Background: an optimization exercise with open tools, aiming at small area, a short achievable clock period and few clock cycles per item. Do not read the settings as production practice.
At most, simulation tests tie the RTL to the original design; equivalence was not proved.
Power is estimated from default activity; no workload was simulated.

==> flow/design.v <==
package sst3_pkg;
  localparam int unsigned CharWidth    = 8;
  localparam int unsigned LargestWidth = 32;
  localparam int unsigned TopSumWidth  = 34;
  localparam int unsigned DigitWidth   = 4;
  localparam logic [CharWidth-1:0] CharZero    = 8'h30;
  localparam logic [CharWidth-1:0] CharNine    = 8'h39;
  localparam logic [CharWidth-1:0] CharNewline = 8'h0A;
endpackage
module sst3_add #(
  parameter int unsigned W    = 32,
  parameter int unsigned ARCH = 0,
  parameter bit          LATE = 1'b0
) (
  input  logic [W-1:0] a_i,
  input  logic [W-1:0] b_i,
  input  logic         c_i,
  output logic [W-1:0] s_o,
  output logic         c_o
);
  localparam int unsigned L = (W <= 2) ? 1 : (W <= 4) ? 2 : (W <= 8) ? 3 : (W <= 16) ? 4 :
                              (W <= 32) ? 5 : (W <= 64) ? 6 : 7;
  logic [W-1:0] p, g0;
  logic [W-1:0] gg [L+1];
  logic [W-1:0] pp [L+1];
  logic [W:0]   c;
  assign p  = a_i ^ b_i;
  assign g0 = a_i & b_i;
  always_comb begin
    gg[0] = g0;
    pp[0] = p;
    if (!LATE) gg[0][0] = g0[0] | (p[0] & c_i);
    for (int l = 1; l <= L; l++) begin
      gg[l] = gg[l-1];
      pp[l] = pp[l-1];
    end
    if (ARCH == 0) begin
      for (int l = 0; l < L; l++) begin
        for (int i = 0; i < W; i++) begin
          if ((i >> l) & 1) begin
            gg[l+1][i] = gg[l][i] | (pp[l][i] & gg[l][((i >> l) << l) - 1]);
            pp[l+1][i] = pp[l][i] & pp[l][((i >> l) << l) - 1];
          end else begin
            gg[l+1][i] = gg[l][i];
            pp[l+1][i] = pp[l][i];
          end
        end
      end
    end else if (ARCH == 1) begin
      for (int l = 0; l < L; l++) begin
        for (int i = 0; i < W; i++) begin
          if (((i + 1) % (2 << l)) == 0) begin
            gg[L][i] = gg[L][i] | (pp[L][i] & gg[L][i - (1 << l)]);
            pp[L][i] = pp[L][i] & pp[L][i - (1 << l)];
          end
        end
      end
      for (int l = L - 2; l >= 0; l--) begin
        for (int i = 0; i < W; i++) begin
          if (((i + 1) % (2 << l)) == (1 << l) && i >= (2 << l)) begin
            gg[L][i] = gg[L][i] | (pp[L][i] & gg[L][i - (1 << l)]);
            pp[L][i] = pp[L][i] & pp[L][i - (1 << l)];
          end
        end
      end
    end else begin
      for (int i = 1; i < W; i++) begin
        gg[L][i] = gg[L][i] | (pp[L][i] & gg[L][i-1]);
      end
    end
  end
  always_comb begin
    c[0] = c_i;
    for (int i = 0; i < W; i++) c[i+1] = LATE ? (gg[L][i] | (pp[L][i] & c_i)) : gg[L][i];
  end
  assign s_o = p ^ c[W-1:0];
  assign c_o = c[W];
endmodule
module segmented_sum_top3_tracker #(
  parameter int unsigned SUM_WIDTH = 32,
  parameter int unsigned TOP_COUNT = 3
) (
  input  logic                    clk_i,
  input  logic                    rst_ni,
  input  logic                    in_valid_i,
  output logic                    in_ready_o,
  input  logic [sst3_pkg::CharWidth-1:0]    in_char_i,
  input  logic                    in_eoi_i,
  output logic                    out_valid_o,
  input  logic                    out_ready_i,
  output logic [sst3_pkg::LargestWidth-1:0] out_largest_o,
  output logic [sst3_pkg::TopSumWidth-1:0]  out_top3_o,
  output logic                    out_closed_o
);
  localparam int unsigned SW     = 32;
  localparam int unsigned ARCH_L = 0;
  localparam int unsigned ARCH_G = 0;
  localparam int unsigned ARCH_D = 0;
  localparam int unsigned ARCH_S = 0;
  function automatic logic gt_tree(input logic [SW-1:0] a, input logic [SW-1:0] b);
    logic [SW-1:0] g, t;
    g = a & ~b;
    t = a | ~b;
    for (int w = SW / 2; w >= 1; w = w / 2) begin
      for (int i = 0; i < w; i++) begin
        g[i] = g[2*i+1] | (t[2*i+1] & g[2*i]);
        t[i] = g[2*i+1] | (t[2*i+1] & t[2*i]);
      end
    end
    gt_tree = g[0];
  endfunction
  typedef struct packed {
    logic       eoi;
    logic       dig;
    logic       nl;
    logic [3:0] d;
  } byte_t;
  byte_t in_dec;
  assign in_dec.eoi = in_eoi_i;
  assign in_dec.dig = !in_eoi_i && (in_char_i[7:4] == 4'h3) && (!in_char_i[3] || (in_char_i[2:1] == 2'b00));
  assign in_dec.nl  = !in_eoi_i && (in_char_i == sst3_pkg::CharNewline);
  assign in_dec.d   = in_char_i[3:0];
  logic  adv;
  logic  v1, vs;
  logic  v2, c2, i2;
  logic  v3, c3, i3;
  logic  v4, c4;
  byte_t b1, bs;
  logic  acc;
  assign adv        = !v4 || out_ready_i;
  assign in_ready_o = !vs;
  assign acc        = in_valid_i && !vs;
  always_ff @(posedge clk_i or negedge rst_ni) begin
    if (!rst_ni) begin
      v1 <= 1'b0;
      vs <= 1'b0;
    end else begin
      if (adv || !v1) v1 <= vs || acc;
      vs <= !adv && (vs || (v1 && acc));
    end
  end
  always_ff @(posedge clk_i) begin
    if (adv || !v1) b1 <= vs ? bs : in_dec;
    if (!vs) bs <= in_dec;
  end
  logic [SW-1:0] line_q, group_q;
  logic          has_q, gz_q;
  logic          a1;
  logic          line_end, close_grp, ins_grp;
  logic [SW-1:0] line_ten, line_sat;
  logic          line_ovf;
  logic [4:0]    line_lo;
  logic [SW-5:0] line_hi;
  logic [SW-1:0] group_add;
  logic          group_cy;
  logic [SW-1:0] group_sat;
  assign a1        = adv && v1;
  assign line_end  = b1.nl || b1.eoi;
  assign close_grp = b1.eoi || (b1.nl && !has_q);
  assign ins_grp   = close_grp && (has_q || !gz_q);
  assign line_lo = {1'b0, line_q[0], 3'b000} + {1'b0, line_q[2:0], 1'b0} + {1'b0, b1.d};
  sst3_add #(.W(SW-4), .ARCH(ARCH_L), .LATE(1'b1)) u_line_add (
    .a_i(line_q[SW-4:1]), .b_i(line_q[SW-2:3]), .c_i(line_lo[4]), .s_o(line_hi), .c_o()
  );
  assign line_ten = {line_hi, line_lo[3:0]};
  assign line_ovf = gt_tree(line_q, 32'd429496729) || ((line_q == 32'd429496729) && (b1.d > 4'd5));
  assign line_sat = line_ovf ? '1 : line_ten;
  sst3_add #(.W(SW), .ARCH(ARCH_G)) u_group_add (
    .a_i(group_q), .b_i(line_q), .c_i(1'b0), .s_o(group_add), .c_o(group_cy)
  );
  assign group_sat = gz_q ? line_q : (group_cy ? '1 : group_add);
  always_ff @(posedge clk_i or negedge rst_ni) begin
    if (!rst_ni) begin
      line_q  <= '0;
      has_q   <= 1'b0;
      gz_q    <= 1'b1;
    end else if (a1) begin
      if (b1.dig) begin
        line_q <= line_sat;
        has_q  <= 1'b1;
      end else if (line_end) begin
        line_q <= '0;
        has_q  <= 1'b0;
      end
      if (close_grp) gz_q <= 1'b1;
      else if (line_end && has_q) gz_q <= 1'b0;
    end
  end
  always_ff @(posedge clk_i) begin
    if (a1 && line_end && has_q) group_q <= group_sat;
  end
  always_ff @(posedge clk_i or negedge rst_ni) begin
    if (!rst_ni) begin
      v2 <= 1'b0;
      c2 <= 1'b0;
      i2 <= 1'b0;
      v3 <= 1'b0;
      c3 <= 1'b0;
      i3 <= 1'b0;
      v4 <= 1'b0;
    end else if (adv) begin
      v2 <= v1;
      c2 <= v1 && close_grp;
      i2 <= v1 && ins_grp;
      v3 <= v2;
      c3 <= c2;
      i3 <= i2;
      v4 <= v3;
    end
  end
  always_ff @(posedge clk_i) begin
    if (adv) c4 <= c3;
  end
  logic [SW-1:0] top0_q, top1_q, top2_q;
  logic [SW+1:0] sum_q;
  logic [SW-1:0] diff_d, diff_q;
  logic          gt0_d, gt0_q, gt1_q, gt2_q;
  sst3_add #(.W(SW), .ARCH(ARCH_D)) u_diff_add (
    .a_i(group_q), .b_i(~top0_q), .c_i(1'b0), .s_o(diff_d), .c_o(gt0_d)
  );
  always_ff @(posedge clk_i) begin
    diff_q <= diff_d;
    gt0_q  <= gt0_d;
    gt1_q  <= gt_tree(group_q, top1_q);
    gt2_q  <= gt_tree(group_q, top2_q);
  end
  logic [SW+1:0] sum_new;
  sst3_add #(.W(SW+2), .ARCH(ARCH_S)) u_sum_add (
    .a_i(sum_q), .b_i({2'b00, diff_q}), .c_i(1'b1), .s_o(sum_new), .c_o()
  );
  always_ff @(posedge clk_i or negedge rst_ni) begin
    if (!rst_ni) begin
      top0_q <= '0;
      top1_q <= '0;
      top2_q <= '0;
      sum_q  <= '0;
    end else if (adv && i3 && gt0_q) begin
      top2_q <= gt2_q ? group_q : top2_q;
      top1_q <= gt2_q ? top2_q : (gt1_q ? group_q : top1_q);
      top0_q <= gt1_q ? top1_q : group_q;
      sum_q  <= sum_new;
    end
  end
  assign out_valid_o   = v4;
  assign out_largest_o = top2_q;
  assign out_top3_o    = sum_q;
  assign out_closed_o  = c4;
endmodule
export LEC_CHECK = 0
export ABC_CLOCK_PERIOD_IN_PS = 3000
export CAP_MARGIN = 20
export CORE_MARGIN = 8
export CORE_UTILIZATION = 60
export PLACE_DENSITY = 0.72
export SLEW_MARGIN = 20
create_clock -name core_clock -period 9.0 [get_ports {clk_i}]
standard.sh (not shown) runs the stock make flow with config.mk's settings and CLKGATE_MAP_FILE= SYNTH_SCRIPT=/design/flow/synth_recipe.tcl, a recipe that flattens the netlist after the stock synthesis.
==> flow/flow/run.sh <==
#!/bin/bash
set -euo pipefail
MARGIN=5.8
PORT_BUF=sky130_fd_sc_hd__buf_2
CTS="-sink_clustering_enable -repair_clock_nets -sink_clustering_size 30 -sink_clustering_max_diameter 80 -buf_list {sky130_fd_sc_hd__clkbuf_8 sky130_fd_sc_hd__clkbuf_16} -dont_use_dummy_load"
bash standard.sh synth > synth.log 2>&1
bash standard.sh "SETUP_SLACK_MARGIN=$MARGIN" "BUFFER_PORTS_ARGS=-buffer_cell $PORT_BUF" "CTS_ARGS=$CTS" finish > layout.log 2>&1
Edit:
--- a/flow/design.v
+++ b/flow/design.v
@@ -112,15 +112,19 @@
   typedef struct packed {
     logic       eoi;
     logic       dig;
     logic       nl;
-    logic [3:0] d;
+    logic [2:0] x;
+    logic       y;
+    logic       z;
   } byte_t;
   byte_t in_dec;
   assign in_dec.eoi = in_eoi_i;
   assign in_dec.dig = !in_eoi_i && (in_char_i[7:4] == 4'h3) && (!in_char_i[3] || (in_char_i[2:1] == 2'b00));
   assign in_dec.nl  = !in_eoi_i && (in_char_i == sst3_pkg::CharNewline);
-  assign in_dec.d   = in_char_i[3:0];
+  assign in_dec.x   = in_char_i[3] ? 3'b111 : in_char_i[2:0];
+  assign in_dec.y   = in_char_i[3];
+  assign in_dec.z   = in_char_i[3] && in_char_i[0];
   logic  adv;
   logic  v1, vs;
   logic  v2, c2, i2;
   logic  v3, c3, i3;
@@ -142,49 +146,46 @@
   always_ff @(posedge clk_i) begin
     if (adv || !v1) b1 <= vs ? bs : in_dec;
     if (!vs) bs <= in_dec;
   end
-  logic [SW-1:0] line_q, group_q;
-  logic          has_q, gz_q;
+  logic [SW-1:0] line_q, group_q, group_in;
+  logic          has_q, open_q;
   logic          a1;
   logic          line_end, close_grp, ins_grp;
   logic [SW-1:0] line_ten, line_sat;
   logic          line_ovf;
-  logic [4:0]    line_lo;
-  logic [SW-5:0] line_hi;
   logic [SW-1:0] group_add;
   logic          group_cy;
   logic [SW-1:0] group_sat;
   assign a1        = adv && v1;
   assign line_end  = b1.nl || b1.eoi;
   assign close_grp = b1.eoi || (b1.nl && !has_q);
-  assign ins_grp   = close_grp && (has_q || !gz_q);
-  assign line_lo = {1'b0, line_q[0], 3'b000} + {1'b0, line_q[2:0], 1'b0} + {1'b0, b1.d};
-  sst3_add #(.W(SW-4), .ARCH(ARCH_L), .LATE(1'b1)) u_line_add (
-    .a_i(line_q[SW-4:1]), .b_i(line_q[SW-2:3]), .c_i(line_lo[4]), .s_o(line_hi), .c_o()
-  );
-  assign line_ten = {line_hi, line_lo[3:0]};
-  assign line_ovf = gt_tree(line_q, 32'd429496729) || ((line_q == 32'd429496729) && (b1.d > 4'd5));
+  assign ins_grp   = close_grp && (has_q || open_q);
+  sst3_add #(.W(SW), .ARCH(ARCH_L)) u_line_add (
+    .a_i({line_q[SW-4:0], b1.x}), .b_i({line_q[SW-2:0], b1.y}), .c_i(b1.z), .s_o(line_ten), .c_o()
+  );
+  assign line_ovf = gt_tree(line_q, 32'd429496729) || ((line_q == 32'd429496729) && b1.x[2] && b1.x[1]);
   assign line_sat = line_ovf ? '1 : line_ten;
+  assign group_in = open_q ? group_q : '0;
   sst3_add #(.W(SW), .ARCH(ARCH_G)) u_group_add (
-    .a_i(group_q), .b_i(line_q), .c_i(1'b0), .s_o(group_add), .c_o(group_cy)
-  );
-  assign group_sat = gz_q ? line_q : (group_cy ? '1 : group_add);
+    .a_i(group_in), .b_i(line_q), .c_i(1'b0), .s_o(group_add), .c_o(group_cy)
+  );
+  assign group_sat = group_cy ? '1 : group_add;
   always_ff @(posedge clk_i or negedge rst_ni) begin
     if (!rst_ni) begin
       line_q  <= '0;
       has_q   <= 1'b0;
-      gz_q    <= 1'b1;
+      open_q  <= 1'b0;
     end else if (a1) begin
       if (b1.dig) begin
         line_q <= line_sat;
         has_q  <= 1'b1;
       end else if (line_end) begin
         line_q <= '0;
         has_q  <= 1'b0;
       end
-      if (close_grp) gz_q <= 1'b1;
-      else if (line_end && has_q) gz_q <= 1'b0;
+      if (close_grp) open_q <= 1'b0;
+      else if (line_end && has_q) open_q <= 1'b1;
     end
   end
   always_ff @(posedge clk_i) begin
     if (a1 && line_end && has_q) group_q <= group_sat;
The changed run finished clean.
Power is lower by 10%.
Critical path depth goes up by 1.
Wire length shrinks by 4.9%.
Sequential power goes down by about 4%.
Clock-buffer cell count is unchanged.
Combinational power decreases by 16%.
Hold slack got worse by 0.0050 ns.
Utilization came out lower by 0.21 points.
Final cell count stays flat.
Clock skew drops by 0.020 ns.
Design area hardly moves.
Function was not checked in any run of this note: the RTL went through the layout flow alone.

* * *

segmented_sum_top3_tracker, a different RTL version from the one above (not shown whole).
For scale: roughly 1800 cells after synthesis, about 260 flip-flops, roughly 82 I/O pins, about 16000 um^2 of cells after synthesis.
==> module segmented_sum_top3_tracker, before the edit <==
module segmented_sum_top3_tracker #(
  parameter int unsigned SUM_WIDTH = 32,
  parameter int unsigned TOP_COUNT = 3
) (
  input  logic                    clk_i,
  input  logic                    rst_ni,
  input  logic                    in_valid_i,
  output logic                    in_ready_o,
  input  logic [sst3_pkg::CharWidth-1:0]    in_char_i,
  input  logic                    in_eoi_i,
  output logic                    out_valid_o,
  input  logic                    out_ready_i,
  output logic [sst3_pkg::LargestWidth-1:0] out_largest_o,
  output logic [sst3_pkg::TopSumWidth-1:0]  out_top3_o,
  output logic                    out_closed_o
);
  localparam int unsigned SW     = 32;
  localparam int unsigned ARCH_L = 0;
  localparam int unsigned ARCH_G = 0;
  localparam int unsigned ARCH_D = 0;
  localparam int unsigned ARCH_S = 0;
  function automatic logic gt_tree(input logic [SW-1:0] a, input logic [SW-1:0] b);
    logic [SW-1:0] g, t;
    g = a & ~b;
    t = a | ~b;
    for (int w = SW / 2; w >= 1; w = w / 2) begin
      for (int i = 0; i < w; i++) begin
        g[i] = g[2*i+1] | (t[2*i+1] & g[2*i]);
        t[i] = g[2*i+1] | (t[2*i+1] & t[2*i]);
      end
    end
    gt_tree = g[0];
  endfunction
  typedef struct packed {
    logic       eoi;
    logic       dig;
    logic       nl;
    logic [3:0] d;
  } byte_t;
  byte_t in_dec;
  assign in_dec.eoi = in_eoi_i;
  assign in_dec.dig = !in_eoi_i && (in_char_i[7:4] == 4'h3) && (!in_char_i[3] || (in_char_i[2:1] == 2'b00));
  assign in_dec.nl  = !in_eoi_i && (in_char_i == sst3_pkg::CharNewline);
  assign in_dec.d   = in_char_i[3:0];
  logic  adv;
  logic  v1, vs;
  logic  v2, c2, i2;
  logic  v3, c3, i3;
  logic  v4, c4;
  byte_t b1, bs;
  logic  acc;
  assign adv        = !v4 || out_ready_i;
  assign in_ready_o = !vs;
  assign acc        = in_valid_i && !vs;
  always_ff @(posedge clk_i or negedge rst_ni) begin
    if (!rst_ni) begin
      v1 <= 1'b0;
      vs <= 1'b0;
    end else begin
      if (adv || !v1) v1 <= vs || acc;
      vs <= !adv && (vs || (v1 && acc));
    end
  end
  always_ff @(posedge clk_i) begin
    if (adv || !v1) b1 <= vs ? bs : in_dec;
    if (!vs) bs <= in_dec;
  end
  logic [SW-1:0] line_q, group_q, group_in;
  logic          has_q, gz_q;
  logic          a1;
  logic          line_end, close_grp, ins_grp;
  logic [SW-1:0] line_ten, line_sat;
  logic          line_ovf;
  logic [4:0]    line_lo;
  logic [SW-5:0] line_hi;
  logic [SW-1:0] group_add;
  logic          group_cy;
  logic [SW-1:0] group_sat;
  assign a1        = adv && v1;
  assign line_end  = b1.nl || b1.eoi;
  assign close_grp = b1.eoi || (b1.nl && !has_q);
  assign ins_grp   = close_grp && (has_q || !gz_q);
  assign line_lo = {1'b0, line_q[0], 3'b000} + {1'b0, line_q[2:0], 1'b0} + {1'b0, b1.d};
  sst3_add #(.W(SW-4), .ARCH(ARCH_L), .LATE(1'b1)) u_line_add (
    .a_i(line_q[SW-4:1]), .b_i(line_q[SW-2:3]), .c_i(line_lo[4]), .s_o(line_hi), .c_o()
  );
  assign line_ten = {line_hi, line_lo[3:0]};
  assign line_ovf = gt_tree(line_q, 32'd429496729) || ((line_q == 32'd429496729) && (b1.d > 4'd5));
  assign line_sat = line_ovf ? '1 : line_ten;
  assign group_in = gz_q ? '0 : group_q;
  assign {group_cy, group_add} = {1'b0, group_in} + {1'b0, line_q};
  assign group_sat = group_cy ? '1 : group_add;
  always_ff @(posedge clk_i or negedge rst_ni) begin
    if (!rst_ni) begin
      line_q  <= '0;
      has_q   <= 1'b0;
      gz_q    <= 1'b1;
    end else if (a1) begin
      if (b1.dig) begin
        line_q <= line_sat;
        has_q  <= 1'b1;
      end else if (line_end) begin
        line_q <= '0;
        has_q  <= 1'b0;
      end
      if (close_grp) gz_q <= 1'b1;
      else if (line_end && has_q) gz_q <= 1'b0;
    end
  end
  always_ff @(posedge clk_i) begin
    if (a1 && line_end && has_q) group_q <= group_sat;
  end
  always_ff @(posedge clk_i or negedge rst_ni) begin
    if (!rst_ni) begin
      v2 <= 1'b0;
      c2 <= 1'b0;
      i2 <= 1'b0;
      v3 <= 1'b0;
      c3 <= 1'b0;
      i3 <= 1'b0;
      v4 <= 1'b0;
    end else if (adv) begin
      v2 <= v1;
      c2 <= v1 && close_grp;
      i2 <= v1 && ins_grp;
      v3 <= v2;
      c3 <= c2;
      i3 <= i2;
      v4 <= v3;
    end
  end
  always_ff @(posedge clk_i) begin
    if (adv) c4 <= c3;
  end
  logic [SW-1:0] top0_q, top1_q, top2_q;
  logic [SW+1:0] sum_q;
  logic [SW-1:0] diff_d, diff_q;
  logic          gt0_d, gt0_q, gt1_q, gt2_q;
  sst3_add #(.W(SW), .ARCH(ARCH_D)) u_diff_add (
    .a_i(group_q), .b_i(~top0_q), .c_i(1'b0), .s_o(diff_d), .c_o(gt0_d)
  );
  always_ff @(posedge clk_i) begin
    diff_q <= diff_d;
    gt0_q  <= gt0_d;
    gt1_q  <= gt_tree(group_q, top1_q);
    gt2_q  <= gt_tree(group_q, top2_q);
  end
  logic [SW+1:0] sum_new;
  assign sum_new = sum_q + {2'b00, diff_q} + (SW+2)'(1);
  always_ff @(posedge clk_i or negedge rst_ni) begin
    if (!rst_ni) begin
      top0_q <= '0;
      top1_q <= '0;
      top2_q <= '0;
      sum_q  <= '0;
    end else if (adv && i3 && gt0_q) begin
      top2_q <= gt2_q ? group_q : top2_q;
      top1_q <= gt2_q ? top2_q : (gt1_q ? group_q : top1_q);
      top0_q <= gt1_q ? top1_q : group_q;
      sum_q  <= sum_new;
    end
  end
  assign out_valid_o   = v4;
  assign out_largest_o = top2_q;
  assign out_top3_o    = sum_q;
  assign out_closed_o  = c4;
endmodule
export LEC_CHECK = 0
export ABC_CLOCK_PERIOD_IN_PS = 3000
export CAP_MARGIN = 20
export CORE_MARGIN = 8
export CORE_UTILIZATION = 60
export PLACE_DENSITY = 0.72
export SLEW_MARGIN = 20
create_clock -name core_clock -period 9.0 [get_ports {clk_i}]
Scripts as last shown in full above: flow/flow/run.sh
Change:
--- a/flow/design.v
+++ b/flow/design.v
@@ -167,5 +167,7 @@
   assign line_sat = line_ovf ? '1 : line_ten;
   assign group_in = gz_q ? '0 : group_q;
-  assign {group_cy, group_add} = {1'b0, group_in} + {1'b0, line_q};
+  sst3_add #(.W(SW), .ARCH(ARCH_G)) u_group_add (
+    .a_i(group_in), .b_i(line_q), .c_i(1'b0), .s_o(group_add), .c_o(group_cy)
+  );
   assign group_sat = group_cy ? '1 : group_add;
   always_ff @(posedge clk_i or negedge rst_ni) begin
@@ -225,5 +227,7 @@
   end
   logic [SW+1:0] sum_new;
-  assign sum_new = sum_q + {2'b00, diff_q} + (SW+2)'(1);
+  sst3_add #(.W(SW+2), .ARCH(ARCH_S)) u_sum_add (
+    .a_i(sum_q), .b_i({2'b00, diff_q}), .c_i(1'b1), .s_o(sum_new), .c_o()
+  );
   always_ff @(posedge clk_i or negedge rst_ni) begin
     if (!rst_ni) begin
The changed run ran to the end with no violations; global-route usage drops by 1.3 points; core utilization shrinks by 2.5 points; via count shrinks by 10%; critical path depth came out lower by 7; fmax came out higher by 6.0%; clock-buffer cell count does not change; sequential cell count does not change; synthesized cell count went down by 7.5%; total power goes down by 2.3%; combinational power went down by 5.2%.
Testbench counts after the change, summed over its fixed seeds: cycles 50,275, items 50,243.
Function not checked in the first run of this note: the RTL went through the layout flow alone.

afterwards: timing with drivers on the ports:
In the flow no input, the clock included, has a driving cell. The finished layouts below were timed again as built, in two steps.
Step 1: set_driving_cell puts a clkbuf_16 on clk_i and a buf_2 on each other input, an assumption about the parent block.
Step 2 also shifts input and output timing later by t, the mid clock arrival at the registers, as if the neighbouring blocks saw the same clock.
Three values: ideal ports, drivers, drivers and shift; two values: the first two.
run	shift t [ns]	slack for setup (ns)	pins driven straight from the clock port
the first run of note 1	0.526	5.561 / 5.561 / 5.345	1
the second run of note 1	0.529	5.655 / 5.655 / 5.420	1
the first run of note 2	0.529	5.546 / 5.546 / 5.414	1
the second run of note 2	0.526	5.741 / 5.741 / 5.434	1
After both steps every run listed still meets setup and hold. For the second run of note 2, which loses most, drivers alone change the setup slack by 0.000 ns; drivers and shift together by -0.307 ns.
